Source: an optimization exercise on an open RTL-to-GDS flow (aim: small area). Production flows keep margins and buffers that such runs may drop.
RTL that was checked went through simulation tests only; none was proved equivalent to the original.
Power is estimated from default activity; no workload was simulated.

==> flow/design.v (excerpt) <==
module map_loader #(
   parameter int LANES = 5,
   parameter int ROWS  = 100
) (
   input  logic        clk_i,
   input  logic        rst_n_i,
   input  logic        start_i,
   input  logic        in_valid_i,
   output logic        in_ready_o,
   input  logic [2:0]  in_cell_i,
   input  logic        in_last_i,
   output logic        busy_o,
   output logic        done_o,
   output logic        err_o,
   output logic        map_valid_o,
   output logic [10:0] len_o,
   input  logic [2:0]  rd_x_i,
   input  logic [6:0]  rd_y_i,
   output logic [2:0]  rd_state_o,
   output logic [11:0] rd_rgb_o
);
For scale: roughly 49 I/O pins.
clock: 10.0 ns
lec_check: 0
abc_area: 1
cap_margin: 20
core_margin: 2
core_utilization: 40
cts_buf_list: sky130_fd_sc_hd__clkbuf_8
cts_cluster_size: 30
slew_margin: 20
run.sh (not shown) runs the stock make flow with config.mk's settings and CLKGATE_MAP_FILE= SYNTH_SCRIPT=/design/flow/synth_recipe.tcl, a recipe that flattens the netlist after the stock synthesis.
The baseline completed with no timing, DRC or antenna violations.
Change:
Settings changed: CTS_BUF_LIST sky130_fd_sc_hd__clkbuf_8 to unset, CTS_CLUSTER_SIZE 30 to unset.
- The changed run passed the timing, design-rule and antenna checks
- routed wire length drops by 0.97%
- global-route usage falls by 0.43 points
- synthesized cell count stays the same
- die area stays the same
- total power climbs by 4.2%
Change:
Settings changed: ABC_AREA 1 to unset.
=> Wire length grows by 36%; via count grows by 7.7%; utilization grows by 1.5 points; critical path depth shrinks by 13; clock skew shrinks by 0.0034 ns; power grows by 7.3%; clock-buffer cell count shrinks by 2; worst setup slack gets worse by 0.90 ns.
Change:
Settings changed: ABC_AREA set to 1, CAP_MARGIN 20 to 0, CTS_BUF_LIST set to sky130_fd_sc_hd__clkbuf_4, SLEW_MARGIN 20 to 0.
=> Die area fell by about 3.7%; via count fell by 4.3%; combinational power fell by 41%; final area fell by about 7%; core utilization fell by 1.6 points; power fell by 9.7%; setup slack is better by 1.4 ns.
Function was not checked in any run of this note: the RTL went through the layout flow alone.

========
run A:
Another version of the RTL of map_loader (not shown whole).
Size in the first run: roughly 2100 cells after synthesis, about 860 flip-flops, ~0.026 mm^2 of cells after synthesis.
// map_loader
module map_loader #(
   parameter int LANES = 5,
   parameter int ROWS  = 100
) (
   input  logic        clk_i,
   input  logic        rst_n_i,
   input  logic        start_i,
   input  logic        in_valid_i,
   output logic        in_ready_o,
   input  logic [2:0]  in_cell_i,
   input  logic        in_last_i,
   output logic        busy_o,
   output logic        done_o,
   output logic        err_o,
   output logic        map_valid_o,
   output logic [10:0] len_o,
   input  logic [2:0]  rd_x_i,
   input  logic [6:0]  rd_y_i,
   output logic [2:0]  rd_state_o,
   output logic [11:0] rd_rgb_o
);
clock: 10.0 ns
lec_check: 0
cap_margin: 10
core_margin: 2
core_utilization: 55
gpl_routability_driven: 0
gpl_timing_driven: 0
slew_margin: 10
standard.sh (not shown) runs the stock make flow with config.mk's settings and CLKGATE_MAP_FILE= SYNTH_SCRIPT=/design/flow/synth_recipe.tcl, a recipe that flattens the netlist after the stock synthesis.
==> flow/flow/run.sh <==
#!/bin/bash
# Own layout flow: the standard ORFS flow, with three changes.
#  1. Synthesis is the standard flow's own script (synth_recipe.tcl) with its combinational mapping
#     changed (see synth_area.tcl): ABC maps for area, and adders are not pre-extracted.
#     Registers are mapped by dfflibmap before this, so they are the standard synthesis's.
#  2. Clock tree synthesis runs without dummy loads, with larger sink clusters (25 sinks,
#     80 um) driven by clkbuf_16 leaf buffers.
#  3. Ports are buffered with buf_1 cells (every input and output still gets its buffer).
# Every tool's output goes to a log file in this work folder (and ORFS's own logs under orfs/).
set -euo pipefail
W=$(pwd)
export FLOW_SYNTH_TCL="$W/synth_recipe.tcl"
export BUFFER_PORTS_ARGS="-buffer_cell sky130_fd_sc_hd__buf_1"
export CTS_ARGS="-sink_clustering_enable -repair_clock_nets -dont_use_dummy_load -buf_list sky130_fd_sc_hd__clkbuf_16 -sink_clustering_size 25 -sink_clustering_max_diameter 80"

make -C "$FLOW_HOME" DESIGN_CONFIG="$W/config.mk" WORK_HOME="$W/orfs" CLKGATE_MAP_FILE= \
   SYNTH_SCRIPT="$W/flow/synth_area.tcl" synth > "$W/synth_make.log" 2>&1
bash "$W/standard.sh" finish > "$W/standard_make.log" 2>&1
test -s "$W/out/final.def"
==> flow/flow/synth_area.tcl <==
# synth_recipe.tcl with two changes to the combinational mapping (registers are mapped by
# dfflibmap before either step, so they are exactly the standard synthesis's):
#  - ABC runs Yosys's default liberty script (area-oriented &nf): drop ORFS's -script, its -D
#    delay target and the -constr file that makes ABC buffer and upsize.
#  - extract_fa is skipped, so adders are left to ABC as plain logic.
proc abc {args} {
   set keep {}
   for {set i 0} {$i < [llength $args]} {incr i} {
      set a [lindex $args $i]
      if {$a eq "-script" || $a eq "-D" || $a eq "-constr"} { incr i; continue }
      lappend keep $a
   }
   yosys abc {*}$keep
}
proc extract_fa {args} { puts "extract_fa skipped" }
source $::env(FLOW_SYNTH_TCL)
Run A | status: complete | timing, DRC, antenna: pass
Input changes introduced in run B (baseline for comparison: run A):
Settings: a change of CORE_UTILIZATION from 55 to 66; a deleted GPL_ROUTABILITY_DRIVEN that had been 0.
diff --git a/flow/flow/run.sh b/flow/flow/run.sh
--- a/flow/flow/run.sh
+++ b/flow/flow/run.sh
@@ -5,4 +5,4 @@
 #     Registers are mapped by dfflibmap before this, so they are the standard synthesis's.
-#  2. Clock tree synthesis runs without dummy loads, with larger sink clusters (25 sinks,
-#     80 um) driven by clkbuf_16 leaf buffers.
+#  2. Clock tree synthesis runs without dummy loads, with larger sink clusters (15 sinks,
+#     60 um) driven by clkbuf_8 buffers.
 #  3. Ports are buffered with buf_1 cells (every input and output still gets its buffer).
@@ -12,4 +12,5 @@
 export FLOW_SYNTH_TCL="$W/synth_recipe.tcl"
+export FLOW_ABC_SCRIPT="$W/flow/area.abc"
 export BUFFER_PORTS_ARGS="-buffer_cell sky130_fd_sc_hd__buf_1"
-export CTS_ARGS="-sink_clustering_enable -repair_clock_nets -dont_use_dummy_load -buf_list sky130_fd_sc_hd__clkbuf_16 -sink_clustering_size 25 -sink_clustering_max_diameter 80"
+export CTS_ARGS="-sink_clustering_enable -repair_clock_nets -dont_use_dummy_load -buf_list sky130_fd_sc_hd__clkbuf_8 -sink_clustering_size 15 -sink_clustering_max_diameter 60"
 
==> flow/flow/area.abc (new file) <==
strash; &get -n; &fraig -x; &put; scorr; dc2; strash; &get -n; &dch -f; &nf -R 1000; &put; strash; &get -n; &dch -f; &nf -R 1000; &put; strash; &get -n; &dch -f; &nf -R 1000; &put; strash; &get -n; &dch -f; &nf -R 1000; &put;
diff --git a/flow/flow/synth_area.tcl b/flow/flow/synth_area.tcl
--- a/flow/flow/synth_area.tcl
+++ b/flow/flow/synth_area.tcl
@@ -2,4 +2,5 @@
 # dfflibmap before either step, so they are exactly the standard synthesis's):
-#  - ABC runs Yosys's default liberty script (area-oriented &nf): drop ORFS's -script, its -D
-#    delay target and the -constr file that makes ABC buffer and upsize.
+#  - ABC runs flow/area.abc (Yosys's default liberty script with four rounds of area-oriented
+#    &dch/&nf mapping) in place of ORFS's script; ORFS's -D delay target and the -constr file
+#    that makes ABC buffer and upsize are dropped.
 #  - extract_fa is skipped, so adders are left to ABC as plain logic.
@@ -12,3 +13,3 @@
    }
-   yosys abc {*}$keep
+   yosys abc -script $::env(FLOW_ABC_SCRIPT) {*}$keep
 }
Summary of run B over run A: required time of the worst setup path has increased, cell area fell 1.3%, first-pass GRT wire length -3.5%, wire length on met2 went down by 10%.
Input changes introduced in run C (baseline for comparison: run B):
Settings: CORE_UTILIZATION: 66 -> 55.
diff --git a/flow/flow/run.sh b/flow/flow/run.sh
--- a/flow/flow/run.sh
+++ b/flow/flow/run.sh
@@ -5,4 +5,4 @@
 #     Registers are mapped by dfflibmap before this, so they are the standard synthesis's.
-#  2. Clock tree synthesis runs without dummy loads, with larger sink clusters (15 sinks,
-#     60 um) driven by clkbuf_8 buffers.
+#  2. Clock tree synthesis runs without dummy loads, with larger sink clusters (25 sinks,
+#     80 um) driven by clkbuf_16 leaf buffers.
 #  3. Ports are buffered with buf_1 cells (every input and output still gets its buffer).
@@ -12,5 +12,4 @@
 export FLOW_SYNTH_TCL="$W/synth_recipe.tcl"
-export FLOW_ABC_SCRIPT="$W/flow/area.abc"
 export BUFFER_PORTS_ARGS="-buffer_cell sky130_fd_sc_hd__buf_1"
-export CTS_ARGS="-sink_clustering_enable -repair_clock_nets -dont_use_dummy_load -buf_list sky130_fd_sc_hd__clkbuf_8 -sink_clustering_size 15 -sink_clustering_max_diameter 60"
+export CTS_ARGS="-sink_clustering_enable -repair_clock_nets -dont_use_dummy_load -buf_list sky130_fd_sc_hd__clkbuf_16 -sink_clustering_size 25 -sink_clustering_max_diameter 80"
 
==> flow/flow/synth_area.tcl <==
# synth_recipe.tcl with two changes to the combinational mapping (registers are mapped by
# dfflibmap before either step, so they are exactly the standard synthesis's):
#  - ABC runs Yosys's default liberty script (area-oriented &nf): drop ORFS's -script, its -D
#    delay target and the -constr file that makes ABC buffer and upsize.
#  - extract_fa is skipped, so adders are left to ABC as plain logic.
proc abc {args} {
   set keep {}
   for {set i 0} {$i < [llength $args]} {incr i} {
      set a [lindex $args $i]
      if {$a eq "-script" || $a eq "-D" || $a eq "-constr"} { incr i; continue }
      lappend keep $a
   }
   yosys abc {*}$keep
}
proc extract_fa {args} { puts "extract_fa skipped" }
source $::env(FLOW_SYNTH_TCL)
removed: flow/flow/area.abc
Results
Run C has completed all stages; timing, DRC and antenna checks passed.
Run C vs run B: global-route usage down in run C
The count of buffers not belonging to the clock network in the layout in run B is 0.878 times that in run C.
Run C ended up with rd_y_i[3] as its first element of the critical path; run B ended up with rd_y_i[1].
Comparing run B and run C, wire length on met3 is lower on run C.
[inputs] run D vs run C
Settings: a change of CORE_UTILIZATION from 55 to 58.
diff --git a/flow/flow/run.sh b/flow/flow/run.sh
--- a/flow/flow/run.sh
+++ b/flow/flow/run.sh
@@ -12,2 +12,3 @@
 export FLOW_SYNTH_TCL="$W/synth_recipe.tcl"
+export FLOW_ABC_SCRIPT="$W/flow/area.abc"
 export BUFFER_PORTS_ARGS="-buffer_cell sky130_fd_sc_hd__buf_1"
==> flow/flow/area.abc (new file) <==
strash; &get -n; &fraig -x; &put; scorr; dc2; strash; &get -n; &dch -f; &nf -R 1000; &put; strash; &get -n; &dch -f; &nf -R 1000; &put; strash; &get -n; &dch -f; &nf -R 1000; &put; strash; &get -n; &dch -f; &nf -R 1000; &put;
diff --git a/flow/flow/synth_area.tcl b/flow/flow/synth_area.tcl
--- a/flow/flow/synth_area.tcl
+++ b/flow/flow/synth_area.tcl
@@ -2,4 +2,5 @@
 # dfflibmap before either step, so they are exactly the standard synthesis's):
-#  - ABC runs Yosys's default liberty script (area-oriented &nf): drop ORFS's -script, its -D
-#    delay target and the -constr file that makes ABC buffer and upsize.
+#  - ABC runs flow/area.abc (Yosys's default liberty script with four rounds of area-oriented
+#    &dch/&nf mapping) in place of ORFS's script; ORFS's -D delay target and the -constr file
+#    that makes ABC buffer and upsize are dropped.
 #  - extract_fa is skipped, so adders are left to ABC as plain logic.
@@ -12,3 +13,3 @@
    }
-   yosys abc {*}$keep
+   yosys abc -script $::env(FLOW_ABC_SCRIPT) {*}$keep
 }
Sort run D and run C by placement-stage cell area, ascending, and run D comes first.
On sequential logic power, run D and run C are basically level.
[compare] base=run C new=run D: power share of the combinational group went up 0.6 points; worst slack at placement went down 0.31 ns.
The flow did not stop early for run D: all stages ran, and the layout cleared the timing, design-rule and antenna checks.
Summary of run D over run C: total power moved up, wire length reported by the detailed router lower, clock network fraction of total power -0.5 points.
Run D vs run C — synthesized instance count dropped by a few percent

-- afterwards: timing with drivers on the ports --
No port has a modelled driver above. Below, the same layouts with a new extraction and two added sets of constraints. Step 1 sets driving cells, clkbuf_16 on the clock port and buf_2 on the other inputs (assumed; they add their load-dependent delay and slew). Step 2, shift: input delay + t, output delay - t, t = (earliest + latest rising clock arrival at the registers) / 2. This alone moves slack from input paths to output paths. Slacks: no drivers / after step 1 / after step 2; pairs: no drivers / after step 1.
| run | t, ns | setup slack, ns | slew at the worst register clock pin (ns) |
|---|---|---|---|
| the first run of note 1 | 0.853 | 1.523 / 1.561 / 0.708 | 0.07 / 0.07 |
| the second run of note 1 | 0.692 | 1.391 / 1.432 / 0.740 | 0.07 / 0.07 |
| the third run of note 1 | 0.708 | 0.495 / 0.546 / -0.162 | 0.07 / 0.07 |
| the fourth run of note 1 | 1.153 | 1.911 / 1.954 / 0.801 | 0.08 / 0.08 |
| run A | 0.628 | 0.295 / 0.320 / -0.308 | 0.10 / 0.10 |
| run B | 0.679 | 0.533 / 0.574 / -0.105 | 0.10 / 0.10 |
| run C | 0.614 | 0.214 / 0.246 / -0.368 | 0.10 / 0.10 |
| run D | 0.628 | 0.298 / 0.339 / -0.289 | 0.10 / 0.10 |
Met with ideal ports but missed after step 2: setup timing in 5 of these runs. For the fourth run of note 1, which loses most, drivers alone change the setup slack by +0.043 ns; drivers and shift together by -1.110 ns.
